Source: an optimization exercise on an open RTL-to-GDS flow (aim: small area). Production flows keep margins and buffers that such runs may drop. The RTL was checked by simulation tests, not by an equivalence proof against the original design. Power and IR drop assume default switching activity.

**flow/run.sh**
```bash
#!/bin/bash
# synth_recipe.tcl (not shown) runs the flow's synth.tcl, then flattens the netlist and writes it again
# the make line also repeats each setting of config.mk as NAME=value (left out here)
make -C /OpenROAD-flow-scripts/flow DESIGN_CONFIG=/design/flow/config.mk WORK_HOME=/design/flow/orfs CLKGATE_MAP_FILE= SYNTH_SCRIPT=/design/flow/synth_recipe.tcl finish
```
**flow/config.mk**
```make
export PLATFORM = sky130hd
export DESIGN_NAME = register_file
export DESIGN_NICKNAME = register_file
export VERILOG_FILES = /design/flow/design.v
export SDC_FILE = /design/flow/constraint.sdc
export NUM_CORES = 4
export LEC_CHECK = 0
export CAP_MARGIN = 20
export CORE_MARGIN = 2
export CORE_UTILIZATION = 40
export SLEW_MARGIN = 20
export SYNTH_HIERARCHICAL = 1
export SYNTH_MINIMUM_KEEP_SIZE = 0
```
**flow/constraint.sdc**
```tcl
create_clock -name core_clock -period 6.0 [get_ports {clk}]
set_input_delay 1.2000 -clock core_clock [delete_from_list [all_inputs] [get_ports {clk}]]
set_output_delay 1.2000 -clock core_clock [all_outputs]
set_load 0.01 [all_outputs]
```
**flow/design.v**
```verilog
package regfile_pkg;
  localparam int DATA_W = 32;
  localparam int ADDR_W = 5;
  localparam int NREGS  = 32;
  localparam logic [ADDR_W-1:0] REG_ZERO = 5'd0;
  typedef logic [ADDR_W-1:0] reg_addr_t;
  typedef logic [DATA_W-1:0] reg_data_t;
endpackage
module rf_ld_sel (
  input  logic d,
  input  logic en,
  input  logic q,
  input  logic en_n,
  output logic y
);
  assign y = (en & d) | (en_n & q);
endmodule
module rf_aoi222 (
  input  logic a0, s0,
  input  logic a1, s1,
  input  logic a2, s2,
  output logic y_n
);
  assign y_n = !((a0 & s0) | (a1 & s1) | (a2 & s2));
endmodule
module rf_nand2 (
  input  logic a, b,
  output logic y_n
);
  assign y_n = !(a & b);
endmodule
module rf_nand4 (
  input  logic a, b, c, d,
  output logic y
);
  assign y = !(a & b & c & d);
endmodule
module rf_nand3 (
  input  logic a, b, c,
  output logic y
);
  assign y = !(a & b & c);
endmodule
module rf_or3 (
  input  logic a, b, c,
  output logic y
);
  assign y = a | b | c;
endmodule
module register_file_read_port
#(
  parameter int DATA_W = regfile_pkg::DATA_W,
  parameter int ADDR_W = regfile_pkg::ADDR_W,
  parameter int NREGS  = regfile_pkg::NREGS
) (
  input  logic [NREGS*DATA_W-1:0] i_regs,
  input  logic [ADDR_W-1:0] i_addr,
  output logic [DATA_W-1:0] o_data
);
  logic [NREGS-1:0] w_sel;
  always_comb begin
    for (int i = 0; i < NREGS; i++) begin
      w_sel[i] = (i_addr == ADDR_W'(i)) && (i != 0);
    end
  end
  for (genvar b = 0; b < DATA_W; b++) begin : g_bit
    logic [10:0] w_t;
    logic [2:0]  w_u;
    for (genvar g = 0; g < 10; g++) begin : g_grp
      rf_aoi222 u_aoi (
        .a0  (i_regs[(3*g+1)*DATA_W + b]), .s0 (w_sel[3*g+1]),
        .a1  (i_regs[(3*g+2)*DATA_W + b]), .s1 (w_sel[3*g+2]),
        .a2  (i_regs[(3*g+3)*DATA_W + b]), .s2 (w_sel[3*g+3]),
        .y_n (w_t[g])
      );
    end
    rf_nand2 u_last (.a (i_regs[31*DATA_W + b]), .b (w_sel[31]), .y_n (w_t[10]));
    rf_nand4 u_n0 (.a (w_t[0]), .b (w_t[1]), .c (w_t[2]), .d (w_t[3]),  .y (w_u[0]));
    rf_nand4 u_n1 (.a (w_t[4]), .b (w_t[5]), .c (w_t[6]), .d (w_t[7]),  .y (w_u[1]));
    rf_nand3 u_n2 (.a (w_t[8]), .b (w_t[9]), .c (w_t[10]),              .y (w_u[2]));
    rf_or3   u_o  (.a (w_u[0]), .b (w_u[1]), .c (w_u[2]), .y (o_data[b]));
  end
endmodule
module register_file
#(
  parameter int DATA_W = regfile_pkg::DATA_W,
  parameter int ADDR_W = regfile_pkg::ADDR_W,
  parameter int NREGS  = regfile_pkg::NREGS
) (
  input  logic              clk,
  input  logic              rst,
  input  logic              we,
  input  logic [ADDR_W-1:0] rs,
  input  logic [ADDR_W-1:0] rt,
  input  logic [ADDR_W-1:0] rd,
  input  logic [DATA_W-1:0] dataIn,
  output logic [DATA_W-1:0] A,
  output logic [DATA_W-1:0] B
);
  logic [(NREGS-1)*DATA_W-1:0] r_regs;
  logic [NREGS*DATA_W-1:0]     w_regs;
  logic [DATA_W-1:0] w_data;
  assign w_data = dataIn & {DATA_W{!rst}};
  assign w_regs = {r_regs, {DATA_W{1'b0}}};
  for (genvar i = 1; i < NREGS; i++) begin : g_reg
    logic              w_ld;
    logic              w_ld_n;
    logic [DATA_W-1:0] w_next;
    assign w_ld   = rst || (we && (rd == ADDR_W'(i)));
    assign w_ld_n = !w_ld;
    for (genvar b = 0; b < DATA_W; b++) begin : g_bit
      rf_ld_sel u_sel (
        .d    (w_data[b]),
        .en   (w_ld),
        .q    (r_regs[(i-1)*DATA_W + b]),
        .en_n (w_ld_n),
        .y    (w_next[b])
      );
    end
    always_ff @(posedge clk) begin
      r_regs[(i-1)*DATA_W +: DATA_W] <= w_next;
    end
  end
  register_file_read_port #(
    .DATA_W (DATA_W),
    .ADDR_W (ADDR_W),
    .NREGS  (NREGS)
  ) u_port_a (
    .i_regs (w_regs),
    .i_addr (rs),
    .o_data (A)
  );
  register_file_read_port #(
    .DATA_W (DATA_W),
    .ADDR_W (ADDR_W),
    .NREGS  (NREGS)
  ) u_port_b (
    .i_regs (w_regs),
    .i_addr (rt),
    .o_data (B)
  );
endmodule
```
==> reports/results.ini <==
[run_status]
status=failed layout checks
violations=negative setup slack

[cts]
cts_buffer_depth=3
insertion_delay_ps=690
post_cts_resized=0
hold_buffers=0
htree_levels=3
root_buffer=clkbuf_16
clkTransAtPathRegs_ps=60
cts_tree=built
cts_inserted_buffers=102
clock_sinks=992
cts_setup_buffers=0

[critical_path]
reg2reg_from=r_regs[82]
critPathRequiredTime_ps=4800
end_kind=output port
reg2reg_depth=1
r2r_slack_ps=5340
crit_type=in2out
crit_path_start_kind=input port
crit_fanout=16
cp_data_arrival_time_ps=4890
timing.rr.end=r_regs[82]

[detailed_routing]
drtIter0Drc=9582
detail-route-antenna-nets=0
drt_wl_total_um=185500
drt-vias-per-instance=7.889
first_pass_iters=15
drc=0
vias=38540
wl_per_cell_um=37.98

[hold_path]
hp-class=reg2reg
hold_start=r_regs[204]
hold_path_end=r_regs[204]
whs_path_depth=1

[timing]
min_period_over_period=1.015
finClkSkew_ps=0
maxSlewViolCount=0
fin_crit_ps=6089
rsz0062_at_grt=false
worst_pin_slew_ps=1334
setup_ws_ps=-88.74
final-setup-viol-count=15
fmax_mhz=164.2
worst_slew_margin_rel=0.1098
final_hold_viol_count=0
tns_ps=-541.4

[floorplan]
rows=113
die_w_um=312.3
initial_utilization=0.4019
core_area_um2=94590
pin_count=114
fp.dieArea_um2=97520
die_height_um=312.3

[grt]
grt_max_degree=63
gr-total-overflow=0
grt_antenna_before_repair=8
grt_pass1_vias=35950
grt_pass1_wl_um=258900
grtUsageTotal=0.3580

[placement]
place_ws_ps=139.5
port_buffers=113
dpl.cell_count=4689
gp_congestion=0.8753
hpwl_um=104600

[synthesis]
synthCells=3169
syn_nets=3219
avgSynthCellArea_um2=12.00
syn_area_um2=38020
ys_warn_count=8

[pwr]
ir_drop_mv=0.2401
pwr_density_cell_nw_per_um2=346.3
p_leak_nw=17.74
design_power_total_mw=16.20

[finish]
drive_above_1_share=0.1336
largestRegisters=r_regs (992)
area_delta_synth_final_pct=23.01
regMostFlops=r_regs
fin_nets=3584
fin_cells=4886
largest_reg_flops=992

[job]
drv_cap=0

layout by cell type (no fill, tap or decap), drive strengths merged, types with 2 or more instances in the layout:
master         count
a22o             992
nand3             66
nand2             66
a21o              23
nor2b             36
bufinv            12
a31o               8
clkinv            17
clkbuf           154
or3b               6
clkdlybuf4s50    112
nand4            128
or2                2
or3               66
nand2b             4
and4b              3
nor2              65
inv                2
a222oi           640
diode              5
a21oi             23
a31oi              8
nand3b             6
dfxtp            992
buf              179
and4bb             2
worst max path at each step:
stage               start  endpoint
global route        rs[0]     A[15]
floorplan           rs[4]      A[0]
CTS                 rs[0]     A[27]
finish              rs[0]      A[7]
global placement    rs[0]     A[27]
detailed placement  rs[0]     A[27]
area by class of cell:
class / instances / area, um2
diodes: 5 / 12.51
clock buffers: 154 / 3010
clock inverters: 32 / 493.0
fillers: 8484 / 47820
multi-input cells: 2147 / 18950
flip-flops and latches: 992 / 19860
well taps: 1265 / 1583
repair buffers: 291 / 2851
metrics by stage:
step	area, um2	hold WS (ps)	utilization
6_report	46760	499.2	0.4944
5_1_grt	46760	508.4	0.4943
4_1_cts	46620	498.5	0.4929
3_5_place_dp	43110	476.1	0.4558
3_3_place_gp	43060	473.9	0.4552
2_1_floorplan	38020	461.5	-
power breakdown:
group	total [mW]	leakage (nW)	internal [mW]	switching [mW]
Combinational	1.86	7.77	0.735	1.12
Clock	6.72	1.73	3.97	2.75
Sequential	7.62	8.25	7.16	0.461
Total	16.2	17.7	11.9	4.34
layer usage:
metal	routed length [um]	global-route usage	share of wire
met5	121	0	0.00065
met4	12560	0.2196	0.068
met3	28020	0.1256	0.15
met2	74780	0.4991	0.40
met1	70060	0.4715	0.38
critical path: stages:
cell             delay (ps)
clkdlybuf4s50_1         600
or3b_4                  430
buf_4                   190
nor2_2                 1020
a222oi_1                390
nand4_1                 310
or3_1                   190
clkdlybuf4s50_1         550

[afterwards: timing with drivers on the ports]
How much do the figures lean on ideal ports? The routed layout below was timed once more, with nothing changed but the port constraints. Step 1, drivers: a clkbuf_16 drives clk and a buf_2 each remaining input, both assumed. Step 2 also shifts input and output timing later by t, the mid clock arrival at the registers, as if the neighbouring blocks saw the same clock. Slacks: ideal ports / drivers / drivers and shift; pairs: ideal ports / drivers.
shift t [ns]: 0.753
slack for setup (ns): -0.089 / -0.202 / -0.202
worst setup path after step 2: input to output
clock arrival spread, ns: 0.034 / 0.034
cell pins on the clock port's net: 1
For this run, drivers alone change the setup slack by -0.113 ns; drivers and shift together by -0.113 ns.
